What follows belongs to an exercise in optimizing a design on an open flow for small area and a short achievable clock period; a production flow would make more cautious choices.
No functional check of the RTL was part of this run.
Power is estimated from default activity; no workload was simulated.

[design/flow/design.v]
package rename_pkg;
  localparam int unsigned ARCH_REGS = 32;
  localparam int unsigned PHYS_REGS = 64;
  localparam int unsigned RENAME_W  = 2;
  localparam int unsigned NUM_CKPT  = 4;
  localparam int unsigned PHYS_W = $clog2(PHYS_REGS);
  localparam int unsigned ARCH_W = $clog2(ARCH_REGS);
  localparam int unsigned CKPT_W = $clog2(NUM_CKPT);
  localparam int unsigned LANE_W = (RENAME_W > 1) ? $clog2(RENAME_W) : 1;
endpackage
module rat_bypass #(
  parameter int unsigned Lane = 0
) (
  input  logic [rename_pkg::ARCH_REGS-1:0][rename_pkg::PHYS_W-1:0]  spec_rat,
  input  logic [rename_pkg::RENAME_W-1:0]                           wr_en,
  input  logic [rename_pkg::RENAME_W-1:0][rename_pkg::ARCH_W-1:0]   wr_rd,
  input  logic [rename_pkg::RENAME_W-1:0][rename_pkg::PHYS_W-1:0]   wr_pd,
  input  logic [rename_pkg::ARCH_W-1:0]                             rs1,
  input  logic [rename_pkg::ARCH_W-1:0]                             rs2,
  input  logic [rename_pkg::ARCH_W-1:0]                             rd,
  output logic [rename_pkg::PHYS_W-1:0]                             rs1_phys,
  output logic [rename_pkg::PHYS_W-1:0]                             rs2_phys,
  output logic [rename_pkg::PHYS_W-1:0]                             rd_old
);
  always_comb begin
    rs1_phys = spec_rat[rs1];
    rs2_phys = spec_rat[rs2];
    rd_old   = spec_rat[rd];
    for (int j = 0; j < int'(Lane); j++) begin
      if (wr_en[j] && (wr_rd[j] == rs1)) rs1_phys = wr_pd[j];
      if (wr_en[j] && (wr_rd[j] == rs2)) rs2_phys = wr_pd[j];
      if (wr_en[j] && (wr_rd[j] == rd))  rd_old   = wr_pd[j];
    end
  end
endmodule
module rat_ckpt
(
  input  logic                         clk,
  input  logic                         rst_n,
  input  logic [rename_pkg::RENAME_W*rename_pkg::ARCH_W-1:0]   rs1_arch,
  input  logic [rename_pkg::RENAME_W*rename_pkg::ARCH_W-1:0]   rs2_arch,
  input  logic [rename_pkg::RENAME_W*rename_pkg::ARCH_W-1:0]   rd_arch,
  input  logic [rename_pkg::RENAME_W-1:0]          rename_valid,
  input  logic [rename_pkg::RENAME_W-1:0]          rename_uses_rd,
  input  logic [rename_pkg::RENAME_W*rename_pkg::PHYS_W-1:0]   rename_pd_new,
  output logic [rename_pkg::RENAME_W*rename_pkg::PHYS_W-1:0]   rs1_phys,
  output logic [rename_pkg::RENAME_W*rename_pkg::PHYS_W-1:0]   rs2_phys,
  output logic [rename_pkg::RENAME_W*rename_pkg::PHYS_W-1:0]   rd_old_phys,
  input  logic                         ckpt_alloc_valid,
  input  logic [rename_pkg::LANE_W-1:0]            ckpt_lane,
  output logic                         ckpt_alloc_ready,
  output logic [rename_pkg::CKPT_W-1:0]            ckpt_alloc_id,
  input  logic                         ckpt_free_valid,
  input  logic                         ckpt_restore_valid,
  input  logic [rename_pkg::CKPT_W-1:0]            ckpt_restore_id,
  output logic [rename_pkg::CKPT_W:0]              ckpt_count,
  input  logic [rename_pkg::RENAME_W-1:0]          commit_valid,
  input  logic [rename_pkg::RENAME_W*rename_pkg::ARCH_W-1:0]   commit_rd_arch,
  input  logic [rename_pkg::RENAME_W*rename_pkg::PHYS_W-1:0]   commit_pd,
  input  logic                         flush_valid
);
  localparam int unsigned RENAME_W  = rename_pkg::RENAME_W;
  localparam int unsigned ARCH_REGS = rename_pkg::ARCH_REGS;
  localparam int unsigned NUM_CKPT  = rename_pkg::NUM_CKPT;
  localparam int unsigned PHYS_W    = rename_pkg::PHYS_W;
  localparam int unsigned ARCH_W    = rename_pkg::ARCH_W;
  localparam int unsigned CKPT_W    = rename_pkg::CKPT_W;
  logic [RENAME_W-1:0][ARCH_W-1:0] bus_rs1_arch, bus_rs2_arch, bus_rd_arch, bus_commit_rd_arch;
  logic [RENAME_W-1:0][PHYS_W-1:0] bus_rename_pd_new, bus_commit_pd;
  logic [RENAME_W-1:0][PHYS_W-1:0] bus_rs1_phys, bus_rs2_phys, bus_rd_old_phys;
  assign bus_rs1_arch       = rs1_arch;
  assign bus_rs2_arch       = rs2_arch;
  assign bus_rd_arch        = rd_arch;
  assign bus_rename_pd_new  = rename_pd_new;
  assign bus_commit_rd_arch = commit_rd_arch;
  assign bus_commit_pd      = commit_pd;
  assign rs1_phys           = bus_rs1_phys;
  assign rs2_phys           = bus_rs2_phys;
  assign rd_old_phys        = bus_rd_old_phys;
  logic [ARCH_REGS-1:1][PHYS_W-1:0] spec_q, arch_q;
  logic [ARCH_REGS-1:1][PHYS_W-1:0] ckpt_q [NUM_CKPT];
  logic [ARCH_REGS-1:0][PHYS_W-1:0] spec_view;
  logic [CKPT_W-1:0] head_q, tail_q;
  logic [CKPT_W:0]   count_q;
  logic [RENAME_W-1:0] lane_wr;    
  logic [RENAME_W-1:0] lane_byp;   
  logic [RENAME_W-1:0] cmt_wr;
  assign lane_byp = rename_valid & rename_uses_rd;
  for (genvar i = 0; i < int'(RENAME_W); i++) begin : g_wr
    assign lane_wr[i] = lane_byp[i] && (bus_rd_arch[i] != '0);
    assign cmt_wr[i]  = commit_valid[i] && (bus_commit_rd_arch[i] != '0);
  end
  assign spec_view = {spec_q, PHYS_W'(0)};
  for (genvar g = 0; g < int'(RENAME_W); g++) begin : g_lane
    rat_bypass #(
      .Lane(g)
    ) u_bypass (
      .spec_rat(spec_view),
      .wr_en   (lane_wr),
      .wr_rd   (bus_rd_arch),
      .wr_pd   (bus_rename_pd_new),
      .rs1     (bus_rs1_arch[g]),
      .rs2     (bus_rs2_arch[g]),
      .rd      (bus_rd_arch[g]),
      .rs1_phys(bus_rs1_phys[g]),
      .rs2_phys(bus_rs2_phys[g]),
      .rd_old  (bus_rd_old_phys[g])
    );
  end
  logic alloc_ok, free_ok, ckpt_wr, load_arch;
  assign ckpt_alloc_ready = ~count_q[CKPT_W];
  assign ckpt_alloc_id    = tail_q;
  assign ckpt_count       = count_q;
  assign alloc_ok  = ckpt_alloc_valid && ckpt_alloc_ready;
  assign free_ok   = ckpt_free_valid && (count_q != '0);
  assign ckpt_wr   = alloc_ok && !flush_valid && !ckpt_restore_valid;
  assign load_arch = flush_valid || !rst_n;
  logic [ARCH_REGS-1:1][PHYS_W-1:0] arch_d, spec_d, ckpt_d;
  for (genvar r = 1; r < int'(ARCH_REGS); r++) begin : g_ent
    logic w0, w1, c0, c1;
    logic [PHYS_W-1:0] v0;
    assign w0 = lane_wr[0] && (bus_rd_arch[0] == ARCH_W'(r));
    assign w1 = lane_wr[1] && (bus_rd_arch[1] == ARCH_W'(r));
    assign c0 = cmt_wr[0] && (bus_commit_rd_arch[0] == ARCH_W'(r));
    assign c1 = cmt_wr[1] && (bus_commit_rd_arch[1] == ARCH_W'(r));
    assign v0 = w0 ? bus_rename_pd_new[0] : spec_q[r];
    assign ckpt_d[r] = (w1 && ckpt_lane[0]) ? bus_rename_pd_new[1] : v0;
    assign arch_d[r] = !rst_n ? PHYS_W'(r) :
                       c1 ? bus_commit_pd[1] : c0 ? bus_commit_pd[0] : arch_q[r];
    assign spec_d[r] = load_arch ? arch_d[r] :
                       ckpt_restore_valid ? ckpt_q[ckpt_restore_id][r] :
                       w1 ? bus_rename_pd_new[1] : v0;
  end
  always_ff @(posedge clk) begin
    spec_q <= spec_d;
    arch_q <= arch_d;
  end
  always_ff @(posedge clk) begin
    if (!rst_n || flush_valid) begin
      head_q  <= '0;
      tail_q  <= '0;
      count_q <= '0;
    end else if (ckpt_restore_valid) begin
      tail_q  <= ckpt_restore_id + CKPT_W'(1);
      head_q  <= head_q + CKPT_W'(free_ok);
      count_q <= (CKPT_W+1)'(CKPT_W'(ckpt_restore_id - head_q)) + (CKPT_W+1)'(1)
                 - (CKPT_W+1)'(free_ok);
    end else begin
      tail_q  <= tail_q + CKPT_W'(alloc_ok);
      head_q  <= head_q + CKPT_W'(free_ok);
      count_q <= count_q + (CKPT_W+1)'(alloc_ok) - (CKPT_W+1)'(free_ok);
    end
  end
  always_ff @(posedge clk) begin
    if (ckpt_wr) ckpt_q[tail_q] <= ckpt_d;
  end
endmodule
[design/flow/run.sh]
#!/bin/bash
# synth_recipe.tcl (not shown) runs the flow's synth.tcl, then flattens the netlist and writes it again
# the make line also repeats each setting of config.mk as NAME=value (left out here)
make -C /OpenROAD-flow-scripts/flow DESIGN_CONFIG=/design/flow/config.mk WORK_HOME=/design/flow/orfs CLKGATE_MAP_FILE= SYNTH_SCRIPT=/design/flow/synth_recipe.tcl finish
[design/flow/config.mk]
export PLATFORM = sky130hd
export DESIGN_NAME = rat_ckpt
export DESIGN_NICKNAME = rat_ckpt
export VERILOG_FILES = /design/flow/design.v
export SDC_FILE = /design/flow/constraint.sdc
export NUM_CORES = 4
export LEC_CHECK = 0
export CAP_MARGIN = 20
export CORE_MARGIN = 2
export CORE_UTILIZATION = 30
export SETUP_SLACK_MARGIN = 1.5
export SLEW_MARGIN = 20
[design/flow/constraint.sdc]
create_clock -name core_clock -period 5.5 [get_ports {clk}]
set_input_delay 1.1000 -clock core_clock [delete_from_list [all_inputs] [get_ports {clk}]]
set_output_delay 1.1000 -clock core_clock [all_outputs]
set_load 0.01 [all_outputs]
==> results.toml <==
[routing]
drc = 0
vias_per_cell = 6.175
firstDrtPassIters = 8
final_antenna_net_count = 0
routedWlPerCell_um = 36.84
drt_wl_total_um = 283500
drt_first_iter_violations = 7066
vias = 47520

[placed_design]
port_buffers = 120
dp_hpwl_um = 199900
place_inst = 7350
gp_congestion = 1.047

[timing]
hold_violations = 0
max_freq_mhz = 237.1
finalSetupViolations = 0
timing.slew.headroom_pct = 10.58
hold_ws_ns = 0.5189
slew_violations = 0
min_period_over_period_pct = 76.67
min_period_ns = 4.217
worst_slew_pin_slew_ns = 1.332
clock_skew_ns = 0.08131
rsz0062_at_grt = "yes"
finalSetupTns_ns = 0

[logic_synthesis]
syn_area_um2 = 59840
ys_seq_elements = 1123
yosysSeqAreaShare_pct = 50.01
yosysWarnings = 3
async_reset_ff_share_pct = 0
synth_ff_type = "edfxtp_1"
synth-edff-count = 744
netlist_instances = 4827
synth_nets = 4912
avgSynthCellArea_um2 = 12.40
ys_types = 78

[floorplanning]
initial_core_util_pct = 30.25
coreArea_um2 = 197800
ioPinCount = 121
die_area_um2 = 203100
rows = 163
dieHeight_um = 450.6
die_x_um = 450.6

[final_layout]
stdcell_count = 7695
drive_above_1_share_pct = 29.73
ff_latch_area_um2 = 30210
fin_util_pct = 36.09
area_growth_pct = 19.30
fin_nets = 5028
num-fill-cells = 19130
multi_input_area_um2 = 28620

[worst_setup_path]
path_max_fanout = 7
end_kind = "output pin"
required_ns = 4.40
path_class = "primary input to output pin"
arrival_ns = 3.12
cp-start-kind = "primary input"

[flow_run]
cap_violations = 0

[power]
p_per_area_nw_per_um2 = 289.7
peakVddDrop_v = 0.0002652
p_leak_nw = 24.13

[global_routing]
grt_pass1_wl_um = 382000
track_usage_pct = 27.11
antenna_found_initial = 30
grt-ovfl-total = 0
grt_max_degree = 105
first_global_vias = 43840

[clock_network]
cts_tree = "built"
clk_pin_slew_ns = 0.06
postCtsHoldBufs = 0
cts.sinks = 1123
worst_skew_pair.late_latency_ns = 0.86
htree_num_levels = 3
clockBufferDepth = 3
clockRootBuffer = "clkbuf_16"
numCtsBuffers = 114

[run_status]
outcome = "timing/DRC/antenna clean"

[worst_hold_path]
min_path_type = "register to register"
## Yosys cell counts (all sizes together) (27+ instances only)
master / instances / area (um^2)
a211o: 42 / 367.9
a211oi: 98 / 735.7
a21oi: 328 / 1642
a221oi: 71 / 621.9
a22o: 76 / 665.6
a311oi: 43 / 376.6
a31oi: 36 / 225.2
and2: 41 / 256.5
buf: 174 / 828.3
clkbuf: 309 / 1160
dfxtp: 379 / 7587
edfxtp: 744 / 22340
mux2: 64 / 720.7
mux2i: 334 / 3343
mux4: 459 / 10340
nand2: 308 / 1177
nand2b: 40 / 250.2
nand3: 129 / 645.6
nor2: 553 / 2083
nor2b: 27 / 168.9
nor3: 77 / 680.7
o211ai: 45 / 337.8
o21ai: 159 / 795.8
## cell families after synthesis
kind of cell / share of synthesized area (%)
and+or+nand+nor: 10.08
buffers and inverters: 3.385
xor gates and xnor gates: 0.3512
adders and majority gates: 0.1380
DFF: 50.01
muxes: 24.06
AOI/OAI and AO/OA: 11.97
## metal layers
layer	share of wire, %	track usage (%)	vias up
li1	-	-	19120
met1	37	34.10	24160
met2	43	40.32	3331
met3	11	7.844	894
met4	8.3	18.21	20
met5	0.11	0	-
## final timing paths
check	start	to	slack, ns	cells after the start
setup / recovery	rd_arch[0]	rd_old_phys[5]	1.28	7
setup reg to reg	count_q[2]	ckpt_q[3][175]	2.99	5
hold / removal	arch_q[2]	arch_q[2]	0.52	2
hold reg to reg	arch_q[2]	arch_q[2]	0.52	2
## layout by cell type, fill, tap and decap left out, types with 108 or more instances in the layout
cell / instances
mux2i_1: 330
dfxtp_2: 108
mux4_2: 459
o21ai_0: 151
a21oi_1: 319
clkbuf_16: 117
nand3_1: 128
dfxtp_1: 232
buf_4: 259
nand2_1: 303
nor2_1: 533
edfxtp_1: 744
## state kept, by name, indices dropped and copies added (netlist names)
register,flops
spec_q,186
tail_q,2
arch_q,186
count_q,3
head_q,2
ckpt_q,744
## worst max-delay path: stages
cell and delay [ns]:
buf_16 0.17, buf_16 0.16, buf_12 0.11, mux4_2 0.49, mux4_2 0.59, mux2_4 0.35, buf_6 0.14
## power breakdown
part	internal [W]	switching (W)
sequential	0.00918	0.000447
combinational	0.00120	0.00175
clock	0.00455	0.00356
total	0.0149	0.00575
## stage by stage
stage	total power [W]	setup WS (ns)	area [um^2]
after global placement	0.01236	-0.3491	64480
after floorplan	0.01102	-1.247	59920
after detailed placement	0.01235	-0.3111	64480
after CTS	0.02061	1.305	70970
final	0.02068	1.283	71390
after global routing	0.02112	1.307	71360
## final cells by class
class	count	share of cell area, %
inverter	10	0.05433
sequential	1123	42.32
tap	2640	4.627
antenna	16	0.05608
multi-input combinational	3211	40.09
timing repair buffer	483	7.411
clock buffer	144	4.297
clock inverter	68	1.150
## repair_timing
action	CTS	global route
pin swaps	32	16
setup endpoints to repair	36	28
buffers inserted	70	20
gates cloned	26	1
gates resized for setup	579	53

-- static timing again, ports no longer ideal --
Ports are ideal in the flow. The routed layout listed here was re-timed in OpenROAD. Step 1, drivers: a clkbuf_16 drives clk and a buf_2 each remaining input, both assumed. Step 2 times the ports against the registers' clock, not the clock port: input delays grow and output delays shrink by t, the midpoint of the rising clock arrivals with the driver on. Slacks: ideal / step 1 / step 2; pairs: ideal / step 1.
shift t [ns]: 0.894
setup WS [ns]: 1.283 / 0.994 / 0.978
latest minus earliest clock arrival (ns): 0.107 / 0.107
cell pins on the clock port's net: 1
After both steps this run still meets setup and hold. The setup slack of this run moves by -0.289 ns with the drivers and by -0.305 ns with both steps.
